From an optimization exercise on the open Yosys and OpenROAD flow, aimed at small area, a short achievable clock period and few clock cycles; shortcuts taken in it are not production practice. Power figures rest on the tool's default switching activity, not on a simulated workload.

==> flow/design.v <==
package sme_pkg;
    typedef logic [7:0] char_t;
    localparam char_t char_any   = 8'h2E;  
    localparam char_t char_head  = 8'h5E;  
    localparam char_t char_tail  = 8'h24;  
    localparam char_t char_space = 8'h20;
    typedef enum logic [1:0] {
        st_idle = 2'd0,
        st_scan = 2'd1,
        st_done = 2'd2
    } engine_state_t;
endpackage
module sme #(
    parameter int max_string_len  = 32,
    parameter int max_pattern_len = 8
) (
    input  logic                                 clk,
    input  logic                                 reset,
    input  sme_pkg::char_t                       chardata,
    input  logic                                 isstring,
    input  logic                                 ispattern,
    output logic                                 valid,
    output logic                                 match,
    output logic [$clog2(max_string_len)-1:0]    match_index
);
    localparam int N     = max_string_len;
    localparam int P     = max_pattern_len;
    localparam int idx_w = $clog2(N);
    localparam int len_w = $clog2(N + 1);
    localparam int cnt_w = $clog2(P + 1);
    sme_pkg::char_t   mem [N];
    logic [len_w-1:0] str_len;
    logic             isstring_d;
    logic [N:0]   at_len;    
    logic [N-1:0] in_str;    
    logic [N-1:0] is_sp;     
    logic [N-1:0] eq;        
    logic [N-1:0] we_sel;    
    logic [N-1:0] we;
    always_comb begin
        for (int j = 0; j <= N; j++) at_len[j] = (str_len == len_w'(j));
        for (int j = 0; j < N; j++) begin
            in_str[j] = (str_len > len_w'(j));
            is_sp[j]  = (mem[j] == sme_pkg::char_space);
            eq[j]     = (mem[j] == chardata);
            we_sel[j] = isstring_d ? at_len[j] : (j == 0);
            we[j]     = isstring && we_sel[j];
        end
    end
    always_ff @(posedge clk or posedge reset) begin
        if (reset) begin
            isstring_d <= 1'b0;
            str_len    <= '0;
        end else begin
            isstring_d <= isstring;
            if (isstring) begin
                if (!isstring_d) str_len <= len_w'(1);
                else if (str_len != len_w'(N)) str_len <= str_len + 1'b1;
            end
        end
    end
    always_ff @(posedge clk) begin
        for (int j = 0; j < N; j++) begin
            if (we[j]) mem[j] <= chardata;
        end
    end
    logic [N:0]       e_vec;
    logic [cnt_w-1:0] raw_cnt;    
    logic [cnt_w-1:0] core_cnt;   
    logic             head_pend;
    logic             last_tail;  
    logic             tail_found;
    logic [idx_w-1:0] tail_pos;   
    logic p_first, p_keep, c_dot, c_head, c_tail;
    logic [N:0] cur, step_ok, e_next, head_ok, tail_mask, tail_vec;
    assign p_first = ispattern && (raw_cnt == '0);
    assign p_keep  = ispattern && (raw_cnt != cnt_w'(P));
    assign c_dot   = (chardata == sme_pkg::char_any);
    assign c_head  = (chardata == sme_pkg::char_head);
    assign c_tail  = (chardata == sme_pkg::char_tail);
    always_comb begin
        head_ok[0] = 1'b1;
        for (int j = 1; j <= N; j++) head_ok[j] = in_str[j-1] && is_sp[j-1];
        cur = e_vec & (head_pend ? head_ok : '1);
        for (int j = 0; j < N; j++) begin
            step_ok[j]   = cur[j] && in_str[j];
            tail_mask[j] = at_len[j] || (in_str[j] && is_sp[j]);
        end
        step_ok[N]   = 1'b0;
        tail_mask[N] = at_len[N];
        e_next[0] = 1'b0;
        for (int j = 1; j <= N; j++) e_next[j] = step_ok[j-1] && (c_dot || eq[j-1]);
        tail_vec = cur & tail_mask;
    end
    function automatic logic [idx_w-1:0] first_set(input logic [N+1:0] v);
        first_set = '0;
        for (int j = N + 1; j >= 0; j--) begin
            if (v[j]) first_set = idx_w'(j);
        end
    endfunction
    logic over;   
    always_ff @(posedge clk) begin
        if (!ispattern) begin
            raw_cnt <= '0;
        end else if (p_keep) begin
            raw_cnt <= raw_cnt + 1'b1;
        end
    end
    logic head_first;
    assign head_first = p_first && c_head;
    always_ff @(posedge clk) begin
        if (!ispattern) begin
            e_vec     <= '1;
            core_cnt  <= '0;
            head_pend <= 1'b0;
            over      <= 1'b0;
        end else begin
            e_vec     <= e_next | {(N+1){head_first}};
            core_cnt  <= core_cnt + cnt_w'(!head_first);
            head_pend <= head_first;
            over      <= !p_keep;
        end
        last_tail  <= c_tail;
        tail_found <= |tail_vec;
        tail_pos   <= first_set({tail_vec, 1'b0});
    end
    logic             res_found;
    logic [idx_w-1:0] res_pos;
    assign res_found = last_tail ? tail_found : (head_pend || (|e_vec));
    assign res_pos   = last_tail ? tail_pos : (head_pend ? '0 : first_set({1'b0, e_vec}));
    always_ff @(posedge clk or posedge reset) begin
        if (reset) begin
            valid <= 1'b0;
        end else begin
            valid <= !ispattern && (raw_cnt != '0);
        end
    end
    always_ff @(posedge clk) begin
        if (!over) begin
            match       <= res_found;
            match_index <= res_found ? res_pos - idx_w'(core_cnt) : '0;
        end
    end
endmodule
==> flow/config.mk <==
export PLATFORM = sky130hd
export DESIGN_NAME = sme
export DESIGN_NICKNAME = sme
export VERILOG_FILES = /design/flow/design.v
export SDC_FILE = /design/flow/constraint.sdc
export NUM_CORES = 4
export LEC_CHECK = 0
export CAP_MARGIN = 20
export CORE_MARGIN = 2
export CORE_UTILIZATION = 55
export CTS_BUF_LIST = sky130_fd_sc_hd__clkbuf_4 sky130_fd_sc_hd__clkbuf_8
export CTS_CLUSTER_DIAMETER = 60
export CTS_CLUSTER_SIZE = 16
export SLEW_MARGIN = 20
==> flow/constraint.sdc <==
create_clock -name core_clock -period 10.0 [get_ports {clk}]
set_input_delay 2.0000 -clock core_clock [delete_from_list [all_inputs] [get_ports {clk}]]
set_output_delay 2.0000 -clock core_clock [all_outputs]
set_load 0.01 [all_outputs]
standard.sh (not shown) runs the stock make flow with config.mk's settings and CLKGATE_MAP_FILE= SYNTH_SCRIPT=/design/flow/synth_recipe.tcl, a recipe that flattens the netlist after the stock synthesis.
==> flow/flow/run.sh <==
#!/bin/bash
# Standard ORFS layout, with repair_timing aiming for extra setup slack.
set -euo pipefail
bash standard.sh SETUP_SLACK_MARGIN=7 finish > standard_flow.log 2>&1
Then changed:
CTS_BUF_LIST = sky130_fd_sc_hd__clkbuf_8 sky130_fd_sc_hd__clkbuf_16   (was sky130_fd_sc_hd__clkbuf_4 sky130_fd_sc_hd__clkbuf_8)
CTS_CLUSTER_SIZE = 20   (was 16)
Register-to-register slack improved by 0.04 ns; global-route usage climbs by 1.1 points; wire length climbs by 5.6%; worst setup slack improved by 0.054 ns; clock power climbs by 39%; utilization climbs by 2.2 points; design area climbs by 3.4%.
No functional check of the RTL was part of any run of this note.

re-timing with driven ports:
In the flow no input, the clock included, has a driving cell. The finished layouts below were timed again as built, in two steps.
Step 1: set_driving_cell puts a clkbuf_16 on clk and a buf_2 on each other input, an assumption about the parent block.
Step 2 times the ports against the registers' clock, not the clock port: input delays grow and output delays shrink by t, the midpoint of the rising clock arrivals with the driver on.
Slacks: no drivers / after step 1 / after step 2; pairs: no drivers / after step 1.
run	t, ns	setup slack, ns	hold slack, ns	worst setup path at the end	latest minus earliest clock arrival (ns)
the first run	0.657	6.866 / 6.819 / 6.279	0.550 / 0.550 / 0.550	input to register	0.025 / 0.025
the second run	0.623	6.920 / 6.865 / 6.252	0.544 / 0.544 / 0.544	input to register	0.011 / 0.011
After both steps setup and hold are still met in every run listed. The setup slack of the second run, which loses most, moves by -0.055 ns with the drivers and by -0.668 ns with both steps.
